From an optimization exercise on the open Yosys and OpenROAD flow, aimed at small area and a short achievable clock period; shortcuts taken in it are not production practice.
RTL that was checked went through simulation tests only; none was proved equivalent to the original.
Power is estimated from default activity; no workload was simulated.

==> flow/design.v (excerpt) <==
module BackEnd (
    input  wire logic         Clock,
    input  wire logic         rst,
    input  wire logic [144:0] Issue,
    input  wire logic         IssueValid,
    output wire logic [37:0]  WriteBack
);
For scale: about 190 I/O pins, roughly 0.093 mm² of cells after synthesis.
clock: 5.0 ns
lec_check: 0
abc_area: 1
cap_margin: 20
core_margin: 2
core_utilization: 40
cts_cluster_diameter: 70
cts_cluster_size: 25
place_density: 0.6
setup_slack_margin: 2.5
slew_margin: 20
synth_memory_max_bits: 16384
standard.sh (not shown) runs the stock make flow with config.mk's settings and CLKGATE_MAP_FILE= SYNTH_SCRIPT=/design/flow/synth_recipe.tcl, a recipe that flattens the netlist after the stock synthesis.
==> flow/flow/run.sh <==
#!/bin/bash
# Own layout flow: the standard synthesis unchanged, then the standard
# ORFS steps with a few resizer and clock-tree settings changed:
#  - the resizer may swap a cell for any cell of the same function, not only
#    one with the same footprint (so port buffers and delay cells can become
#    plain buffers of the right size);
#  - ports are buffered with buf_4 instead of the default choice;
#  - clock-tree sink clusters of up to 25 sinks within 70 um, no dummy loads.
# Each step's full output goes to a log file in this folder.
set -euo pipefail
bash standard.sh synth > synth.log 2>&1
bash standard.sh \
  MATCH_CELL_FOOTPRINT=0 \
  "BUFFER_PORTS_ARGS=-buffer_cell sky130_fd_sc_hd__buf_4" \
  "CTS_ARGS=-sink_clustering_enable -repair_clock_nets -sink_clustering_size 25 -sink_clustering_max_diameter 70 -dont_use_dummy_load" \
  finish > layout.log 2>&1
Rerun with:
--- a/flow/design.v
+++ b/flow/design.v
@@ -79,18 +79,21 @@
     localparam int Words = BackEndPkg::DataMemWords;
     BackEndPkg::IssueBundle iss;
     assign iss = Issue;
     logic [31:0] opA, opB;
     assign opA = iss.OperandA;
     assign opB = iss.OperandB;
     logic        subtract;
     logic [31:0] addB;
-    assign subtract = iss.Op == BackEndPkg::AluSub;
+    logic [31:0] sum;
+    logic        carryIn;
+    assign subtract = iss.Op[0];
     assign addB     = opB ^ {32{subtract}};
+    assign {sum, carryIn} = {opA, 1'b1} + {addB, subtract};
     logic signedCompare;
     logic lessThan;
     assign signedCompare = iss.Op == BackEndPkg::AluSlt;
     assign lessThan = {opA[31] ^ signedCompare, opA[30:0]} < {opB[31] ^ signedCompare, opB[30:0]};
     logic [4:0]  shamt;
     logic [31:0] shl, shr;
     logic [31:0] logicValue;
     assign shamt = opB[4:0];
@@ -146,18 +149,16 @@
             default:             storeLanes = iss.StoreData;
         endcase
     end
     always_comb begin
         if (isStore)
             otherValue = storeLanes;
         else if (isLink)
             otherValue = iss.Pc + BackEndPkg::LinkOffset;
-        else if (useSum)
-            otherValue = addB;
         else
             otherValue = logicValue;
     end
     always_comb begin
         for (int w = 0; w < Words; w++)
             wordSel[w] = address[7:2] == 6'(w);
     end
     logic       selSum, selOther, selLess;
@@ -192,34 +193,32 @@
         fillHi     = load & (byteWide | halfWide);
         decodeLane = {laneWrite, sel0Lane, sel1Lane1, sel1Lane3, signLane, fill1, fillHi};
     endfunction
     logic [15:0] laneDec, laneDecLess0, laneDecLess1, laneDecAddr;
     assign laneDecLess0 = decodeLane(2'd0, isLoad, isByte, isHalf, iss.SignedLoad);
     assign laneDecLess1 = decodeLane(2'd1, isLoad, isByte, isHalf, iss.SignedLoad);
     assign laneDecAddr  = decodeLane(lane, isLoad, isByte, isHalf, iss.SignedLoad);
     assign laneDec      = !useLess ? laneDecAddr : lessThan ? laneDecLess1 : laneDecLess0;
-    logic [31:0]      mAddA, mOther;
-    logic             mSubtract;
+    logic [31:0]      mSum, mOther;
     logic             mLess;
     logic [Words-1:0] mWordSel;
     logic [3:0]       mLaneWrite;
     logic             mEnable;
     logic [4:0]       mDest;
     logic             mSelSum, mSelOther, mSelLess;
     logic             mSelHiLane;
     logic [3:0]       mSel0Lane;
     logic             mSel1Lane1, mSel1Lane3;
     logic [3:0]       mSignLane;
     logic             mFill1, mFillHi;
     always_ff @(posedge Clock) begin
         mLaneWrite  <= (accept & isStore) ? laneDec[15:12] : 4'b0000;
         mEnable     <= accept & iss.RegWrite & (iss.RegDest != 5'd0);
-        mAddA       <= opA;
-        mSubtract   <= subtract;
+        mSum        <= sum;
         mOther      <= otherValue;
         mLess       <= lessThan;
         mWordSel    <= wordSel;
         mDest       <= iss.RegDest;
         mSelSum     <= selSum;
         mSelOther   <= selOther;
         mSelLess    <= selLess;
         mSelHiLane  <= selHiLane;
@@ -244,52 +243,36 @@
     logic             sign;
     always_comb begin
         for (int w = 0; w < Words; w++)
             wordSign[w] = |(mSignLane & {memBits[w*32 + 31], memBits[w*32 + 23],
                                          memBits[w*32 + 15], memBits[w*32 + 7]});
     end
     assign sign = |(mWordSel & wordSign);
     logic [7:0]  r0, r1, r2, r3;
-    logic [31:0] base;
+    logic [31:0] base, wbData;
     assign {r3, r2, r1, r0} = readWord;
-    logic [31:0] sum;
-    logic        carryIn;
-    assign {sum, carryIn} = {mAddA, 1'b1} + {mOther, mSubtract};
-    assign base = ({32{mSelSum}} & sum) | ({32{mSelOther}} & mOther)
+    assign base = ({32{mSelSum}} & mSum) | ({32{mSelOther}} & mOther)
                 | {31'd0, mSelLess & mLess};
+    always_comb begin
+        wbData[7:0]   = base[7:0]
+                      | ({8{mSel0Lane[0]}} & r0) | ({8{mSel0Lane[1]}} & r1)
+                      | ({8{mSel0Lane[2]}} & r2) | ({8{mSel0Lane[3]}} & r3);
+        wbData[15:8]  = base[15:8]
+                      | ({8{mSel1Lane1}} & r1) | ({8{mSel1Lane3}} & r3) | {8{mFill1 & sign}};
+        wbData[23:16] = base[23:16] | ({8{mSelHiLane}} & r2) | {8{mFillHi & sign}};
+        wbData[31:24] = base[31:24] | ({8{mSelHiLane}} & r3) | {8{mFillHi & sign}};
+    end
     logic        wEnable;
     logic [4:0]  wDest;
-    logic [31:0] wBase, wRead;
-    logic [3:0]  wSel0Lane;
-    logic        wSel1Lane1, wSel1Lane3, wSelHiLane;
-    logic        wFill1, wFill2, wFill3;
+    logic [31:0] wData;
     always_ff @(posedge Clock) begin
-        wEnable    <= mEnable & ~rst;
-        wDest      <= mDest;
-        wBase      <= base;
-        wRead      <= readWord;
-        wSel0Lane  <= mSel0Lane;
-        wSel1Lane1 <= mSel1Lane1;
-        wSel1Lane3 <= mSel1Lane3;
-        wSelHiLane <= mSelHiLane;
-        wFill1     <= mFill1 & sign;
-        wFill2     <= mFillHi & sign;
-        wFill3     <= mFillHi & sign;
-    end
-    logic [7:0]  q0, q1, q2, q3;
-    logic [31:0] wData;
-    assign {q3, q2, q1, q0} = wRead;
-    always_comb begin
-        wData[7:0]   = wBase[7:0]
-                     | ({8{wSel0Lane[0]}} & q0) | ({8{wSel0Lane[1]}} & q1)
-                     | ({8{wSel0Lane[2]}} & q2) | ({8{wSel0Lane[3]}} & q3);
-        wData[15:8]  = wBase[15:8] | ({8{wSel1Lane1}} & q1) | ({8{wSel1Lane3}} & q3) | {8{wFill1}};
-        wData[23:16] = wBase[23:16] | ({8{wSelHiLane}} & q2) | {8{wFill2}};
-        wData[31:24] = wBase[31:24] | ({8{wSelHiLane}} & q3) | {8{wFill3}};
+        wEnable <= mEnable & ~rst;
+        wDest   <= mDest;
+        wData   <= wbData;
     end
     BackEndPkg::RegWritePort writeBackPort;
     assign writeBackPort.Enable = wEnable;
     assign writeBackPort.Dest   = wDest;
     assign writeBackPort.Data   = wData;
     assign WriteBack = writeBackPort;
 endmodule
 `default_nettype wire
Routed wire length is higher by about a fifth.
Clock-buffer cell count is lower by 1.
Power is higher slightly.
Final cell count is higher by a few percent.
Non-clock buffer count is higher by 265.
Clock power hardly moves.
Synthesized cell count is higher slightly.
Die area is higher slightly.
Worst setup slack is better by 0.28 ns.
Function not checked in the first run of this note: the RTL went through the layout flow alone.

-- afterwards: timing with drivers on the ports --
The flow's constraints put no driver on any port. The routed layouts listed below were extracted and timed again, unchanged, in two steps.
Step 1: set_driving_cell puts a clkbuf_16 on Clock and a buf_2 on each other input, an assumption about the parent block.
Step 2 also shifts input and output timing later by t, the mid clock arrival at the registers, as if the neighbouring blocks saw the same clock.
Slacks: no drivers / after step 1 / after step 2; pairs: no drivers / after step 1.
| run | t, ns | setup WS [ns] | clock arrival spread, ns | worst data-port slew with drivers (ns) |
|---|---|---|---|---|
| the first run | 0.913 | 1.998 / 1.913 / 1.524 | 0.141 / 0.140 | 0.24 |
| the second run | 0.903 | 2.274 / 2.274 / 1.376 | 0.133 / 0.134 | 0.27 |
After both steps setup and hold are still met in every run listed. The setup slack of the second run, which loses most, moves by 0.000 ns with the drivers and by -0.898 ns with both steps.
